What follows belongs to an exercise in optimizing a design on an open flow for small area and a short achievable clock period; a production flow would make more cautious choices.
Only simulation tests tie the RTL to the original design; equivalence was not proved.
Power figures rest on the tool's default switching activity, not on a simulated workload.

## design/flow/flow/run.sh

```bash
#!/bin/bash
# Standard ORFS layout, with plain buf_2 port buffers and clock-tree sink
# clustering of up to 25 sinks without dummy loads.
set -euo pipefail
export BUFFER_PORTS_ARGS="-buffer_cell sky130_fd_sc_hd__buf_2"
export CTS_ARGS="-sink_clustering_enable -repair_clock_nets -sink_clustering_size 25 -sink_clustering_max_diameter 150 -dont_use_dummy_load"
bash standard.sh > standard.log 2>&1
```

## design/flow/standard.sh

```bash
#!/bin/bash
# synth_recipe.tcl (not shown) runs the flow's synth.tcl, then flattens the netlist and writes it again
# the make line also repeats each setting of config.mk as NAME=value (left out here)
make -C /OpenROAD-flow-scripts/flow DESIGN_CONFIG=/design/flow/config.mk WORK_HOME=/design/flow/orfs CLKGATE_MAP_FILE= SYNTH_SCRIPT=/design/flow/synth_recipe.tcl "${@:-finish}"
```

## design/flow/design.v

```verilog
package accum_bank_pkg;
  localparam int sys_cols   = 4;
  localparam int P_BITWIDTH = 16;
endpackage
module accum_column
#(
  parameter int IN_W  = accum_bank_pkg::P_BITWIDTH,
  parameter int ACC_W = 32,
  parameter int DEPTH = 16
) (
  input  logic             clk,
  input  logic             valid_i,
  input  logic             first_i,
  input  logic [IN_W-1:0]  data_i,
  output logic [ACC_W-1:0] data_o,
  output logic             ovf_o
);
  localparam int HI_W = ACC_W - IN_W;
  localparam int LV   = $clog2(IN_W);
  logic [ACC_W:0] body_q [DEPTH-1];
  logic [ACC_W:0] tail_q;
  logic [ACC_W:0] head_s;
  logic [IN_W-1:0] a_lo_s, s_lo_s, res_lo_s;
  logic            c_lo_s, sx_s;
  logic [HI_W-1:0] a_hi_s, inc_s, res_hi_s;
  logic            ovf_s, flag_s;
  assign head_s = body_q[0];
  assign a_hi_s = head_s[ACC_W-1:IN_W];
  assign a_lo_s = head_s[IN_W-1:0];
  assign sx_s   = data_i[IN_W-1];
  assign {c_lo_s, s_lo_s} = {1'b0, a_lo_s} + {1'b0, data_i};
  logic [HI_W-1:0] b_s;
  logic            step_s, sat_s;
  assign b_s    = a_hi_s ^ {HI_W{sx_s}};
  assign inc_s  = (b_s + 1'b1) ^ {HI_W{sx_s}};
  assign sat_s  = (b_s == {1'b0, {(HI_W-1){1'b1}}});
  assign step_s = c_lo_s ^ sx_s;
  always_comb begin
    ovf_s = step_s & sat_s;
    if (first_i) begin
      res_hi_s = {HI_W{sx_s}};
      res_lo_s = data_i;
    end else begin
      res_hi_s = (step_s & ~sat_s) ? inc_s : a_hi_s;
      res_lo_s = ovf_s ? {IN_W{~sx_s}} : s_lo_s;
    end
    flag_s = ~first_i & (head_s[ACC_W] | ovf_s);
  end
  always_ff @(posedge clk) begin
    if (valid_i) begin
      tail_q <= {flag_s, res_hi_s, res_lo_s};
      body_q[DEPTH-2] <= tail_q;
      for (int i = 0; i < DEPTH-2; i++) body_q[i] <= body_q[i+1];
    end
  end
  assign data_o = tail_q[ACC_W-1:0];
  assign ovf_o  = tail_q[ACC_W];
endmodule
module accum_bank
#(
  parameter int COLS     = accum_bank_pkg::sys_cols,
  parameter int IN_W     = accum_bank_pkg::P_BITWIDTH,
  parameter int ACC_W    = 32,
  parameter int DEPTH    = 16,
  parameter bit SATURATE = 1'b1,
  localparam int ROW_W   = $clog2(DEPTH)
) (
  input  logic                  clk,
  input  logic                  rst,
  input  logic                  i_valid,
  input  logic                  i_first,
  input  logic                  i_last,
  input  logic [COLS*IN_W-1:0]  i_data,
  output logic [COLS-1:0]       o_valid,
  output logic [COLS*ROW_W-1:0] o_row,
  output logic [COLS*ACC_W-1:0] o_data,
  output logic [COLS-1:0]       o_ovf,
  output logic                  o_tile_done
);
  logic [COLS:0]  v_s, e_s, f_s;
  logic [ROW_W-1:0] r_s [COLS+1];
  logic [ROW_W-1:0] row_q;
  logic             done_q;
  always_ff @(posedge clk or posedge rst) begin
    if (rst) row_q <= '0;
    else if (i_valid) row_q <= row_q + 1'b1;
  end
  assign v_s[0] = i_valid;
  assign e_s[0] = i_valid & i_last;
  assign f_s[0] = i_first;
  assign r_s[0] = row_q;
  for (genvar s = 1; s <= COLS; s++) begin : g_stage
    always_ff @(posedge clk or posedge rst) begin
      if (rst) begin
        v_s[s] <= 1'b0;
        e_s[s] <= 1'b0;
      end else begin
        v_s[s] <= v_s[s-1];
        e_s[s] <= e_s[s-1];
      end
    end
    always_ff @(posedge clk) begin
      f_s[s] <= f_s[s-1];
      r_s[s] <= r_s[s-1];
    end
  end
  always_ff @(posedge clk or posedge rst) begin
    if (rst) done_q <= 1'b0;
    else     done_q <= e_s[COLS-1] & (r_s[COLS-1] == ROW_W'(DEPTH-1));
  end
  assign o_tile_done = done_q;
  for (genvar c = 0; c < COLS; c++) begin : g_lane
    accum_column #(
      .IN_W (IN_W),
      .ACC_W(ACC_W),
      .DEPTH(DEPTH)
    ) u_col (
      .clk    (clk),
      .valid_i(v_s[c]),
      .first_i(f_s[c]),
      .data_i (i_data[c*IN_W +: IN_W]),
      .data_o (o_data[c*ACC_W +: ACC_W]),
      .ovf_o  (o_ovf[c])
    );
    assign o_valid[c]             = e_s[c+1];
    assign o_row[c*ROW_W +: ROW_W] = r_s[c+1];
  end
endmodule
```

## design/flow/constraint.sdc

```tcl
create_clock -name core_clock -period 7.5 [get_ports {clk}]
set_input_delay 1.5000 -clock core_clock [delete_from_list [all_inputs] [get_ports {clk}]]
set_output_delay 1.5000 -clock core_clock [all_outputs]
set_load 0.01 [all_outputs]
```

## design/flow/config.mk

```make
export PLATFORM = sky130hd
export DESIGN_NAME = accum_bank
export DESIGN_NICKNAME = accum_bank
export VERILOG_FILES = /design/flow/design.v
export SDC_FILE = /design/flow/constraint.sdc
export NUM_CORES = 4
export LEC_CHECK = 0
export ABC_AREA = 1
export CAP_MARGIN = 20
export CORE_MARGIN = 2
export CORE_UTILIZATION = 65
export CTS_CLUSTER_DIAMETER = 150
export CTS_CLUSTER_SIZE = 25
export SETUP_SLACK_MARGIN = 4.5
export SLEW_MARGIN = 20
```

==> results by group <==
Die
  • Die width: 339 um
  • Die area: 115000 um^2
  • Row count: 122
  • Die outline height: 339 um
  • Top-Level Pins: 222
  • Core region area: 111000 um^2
  • Initial core utilization: 0.657

Finish
  • Final #Nets: 4352
  • Layout area overhead: 8.87%
  • Layout cells sized above 1: 0.129
  • Post-route cell area: 79400 um^2
  • Post-route insts no fill: 5699

Power and ir drop
  • Leakage power: 0.0286 uW
  • Psw: 4230 uW
  • Clock group share of total power: 0.260
  • Power Internal: 16700 uW
  • Share of total power in sequential cells: 0.685
  • Switching Share: 0.203
  • Peak VDD IR: 0.201 mV
  • Logic pwr share: 0.055
  • Pwr Density: 263 nW/um^2

Worst setup path
  • Worst path cell trace: buf_2
  • CP top delay family: flip-flops
  • WP data arrival: 1.44 ns
  • CP peak stage delay: 0.53 ns
  • CP max FO: 2
  • Kind of critical path: reg -> out
  • R2R Setup Slk: 4.73 ns
  • Worst path slowest cell: edfxtp_1
  • Worst Setup Start Kind: register
  • Worst path bufs/invs: 1
  • Critical Path RT: 6.00 ns
  • Crit end category: primary output

GRT
  • Grt met2 use: 0.262
  • Pin count of the biggest net entering global routing: 217
  • First-pass GRT wire length: 161 mm
  • Congestion Overflow GR: 0
  • Met3 usage: 0.0276
  • Met1 usage: 0.297
  • Vias in the first global route: 28730
  • GRT Max-Usage Layer: met1
  • Antenna violations before repair: 15
  • Total track usage: 0.182

Logic synthesis
  • Share of the synthesized area in the top cell type: 0.870
  • Mean Syn Cell Area: 18.7 um^2
  • Most common cell in the synthesized netlist: edfxtp_1
  • Post-synthesis register bit count: 2143
  • Ys flop type: edfxtp_1
  • Post-Syn Nets: 4032
  • Unique cell type count in the Yosys netlist: 48
  • EDFF count, synth: 2112
  • Ranking of synthesized cells by area: edfxtp_1, nand2_1, ha_1, nand3_1, nor2_1
  • Leading cell types by count after synthesis: edfxtp_1, nand2_1, nor2_1, inv_1, nand3_1
  • Synth Instances: 3890
  • Post-synth ARST share: 0.00560
  • Synth area leader: edfxtp_1
  • Register area share after synthesis: 0.879
  • Ys Warns: 4
  • Post-Syn Area: 72900 um^2

Routing
  • Final ANT Viol Nets: 0
  • Vias per cell: 5.40
  • Remaining DRCs: 0
  • Drt initial violations: 2762
  • Vias: 30776
  • Routed Wire Length: 106 mm
  • 1st-pass router iterations: 7
  • Drt wl/cell: 18.6 um

STA
  • Worst Tran Pin Value: 1.14 ns
  • Final min period: 2.94 ns
  • Final hold vios: 0
  • Max-slew headroom: 0.239
  • Final WS setup: 4.56 ns
  • RSZ-0062 raised after global routing: yes
  • Final worst-path cycle share: 0.392
  • Fmax: 341 MHz
  • Worst Skew: 0.0581 ns
  • Endpoints failing setup: 0
  • Final count of pins violating max slew: 0
  • Setup tns final: 0 ns

Placed design
  • Place WS: 3.03 ns
  • Number of buffers added on ports: 221
  • DP Area: 75700 um^2
  • Placer Congestion: 0.861
  • Post-placement cell count: 5562
  • DP Wirelength: 62.6 mm

Clock network
  • CTS H-tree depth: 3
  • Root Driver: clkbuf_16
  • Clock buffer count from CTS: 95
  • Worst-case clock buffer depth: 3
  • Skew-Pair Late Insertion Delay: 0.70 ns
  • Clk slew on worst S/H paths: 0.11 ns
  • Cts hold-fix bufs: 0
  • TritonCTS clock tree: done
  • Clock sink total: 2143

Run
  • Reported max-cap violation count: 0

Outcome
  • Status: timing/DRC/antenna clean

Min path
  • Worst min path class: reg -> reg
==> routing by layer <==
layer,vias up,wire length [um]
li1,14744,-
met1,15314,51600
met2,567,46500
met3,149,5330
met4,2,2490
met5,-,13
==> worst reg2reg max path: cells and delay by family, from the launching register on <==
kind	cells	cell delay [ns]
buffers and inverters	2	1.47
DFF	1	0.86
==> metrics by stage <==
step	hold slack [ns]	power, uW	utilization
2_1_floorplan	0.355	15200	-
3_3_place_gp	0.329	15600	0.682
4_1_cts	0.354	21100	0.708
5_1_grt	0.358	21700	0.715
6_report	0.352	20900	0.715
3_5_place_dp	0.335	15600	0.682
==> sequential cells by signal (all words and copies together) (netlist names) <==
signal / count
g_lane.u_col.body_q: 1980
g_lane.u_col.tail_q: 132
r_s: 16
e_s: 4
row_q: 4
g_lane.u_col.first_i: 3
g_lane.u_col.valid_i: 3
done_q: 1
==> kinds of logic (layout without fill, tap and decap cells) <==
kind of cell               Yosys count  count (layout)  synth area share
buffers and inverters              248             562            0.0156
AOI/OAI and AO/OA                  154             154            0.0129
and+or+nand+nor                   1181            1185            0.0683
adders and majority gates           73              73            0.0129
DFF                               2143            2143             0.879
xor gates and xnor gates            90              90            0.0111
other                                0               3                 0
muxes                                1               1          0.000154
==> placed cells by master, fill, tap and decap left out, drive strengths merged, types with 6 or more instances in the layout <==
master	instances
edfxtp	2112
nand2	750
buf	267
nor2	213
inv	194
nand3	151
a21oi	112
clkbuf	97
ha	69
xor2	65
xnor2	25
nand4	25
o21ai	23
dfxtp	19
nand3b	18
dfrtp	12
nor3	11
or2	9
a21o	6
o21bai	6
and2	6
==> path summary, 6_finish.rpt <==
| check | start | end | depth (start not counted) |
|---|---|---|---|
| hold reg to reg | r_s[2][3] | r_s[3][3] | 0 |
| setup reg to reg | g_lane[2].u_col.valid_i | g_lane[2].u_col.body_q[3][14] | 2 |
| min in group asynchronous | rst | g_lane[3].u_col.valid_i | 2 |
| setup / recovery | g_lane[1].u_col.tail_q[15] | o_data[47] | 1 |
| max in group asynchronous | rst | g_lane[1].u_col.valid_i | 2 |
| hold / removal | r_s[2][3] | r_s[3][3] | 0 |
==> cell type report <==
class                   instances  area, um^2
flip-flops and latches       2143       64100
multi-input cells            1503        8390
well taps                    1488        1860
clock buffers                  95        2380
repair buffers                270        1890
inverters                     197         759
fillers                      6804       31600
diodes                          3        7.51
==> timing repair <==
item                       4_1_cts  5_1_grt
cloned                           5        1
pin swaps                       12       18
hold endpoints to repair         0        0
setup buffers                   18       11
gates resized for setup         61      106
setup endpoints to repair      133      124
==> power groups by stage <==
stage               Sequential (uW)  Combinational (uW)  Clock [uW]
finish                        14300                1160        5430
CTS                           14300                1100        5670
detailed placement            14600                1040           0
global placement              14600                1030           0
global route                  14400                1290        6050
floorplan                     14700                 528           0

re-timing with driven ports:
The flow's constraints put no driver on any port. The routed layout listed below was extracted and timed again, unchanged, in two steps.
Step 1, drivers: a clkbuf_16 drives clk and a buf_2 each remaining input, both assumed.
Step 2 times the ports against the registers' clock, not the clock port: input delays grow and output delays shrink by t, the midpoint of the rising clock arrivals with the driver on.
Three values: ideal ports, drivers, drivers and shift; two values: the first two.
t (ns): 0.743
setup slack, ns: 4.563 / 4.494 / 3.803
hold slack, ns: 0.352 / 0.352 / 0.352
After both steps setup and hold are still met in this run. The setup slack of this run moves by -0.069 ns with the drivers and by -0.760 ns with both steps.
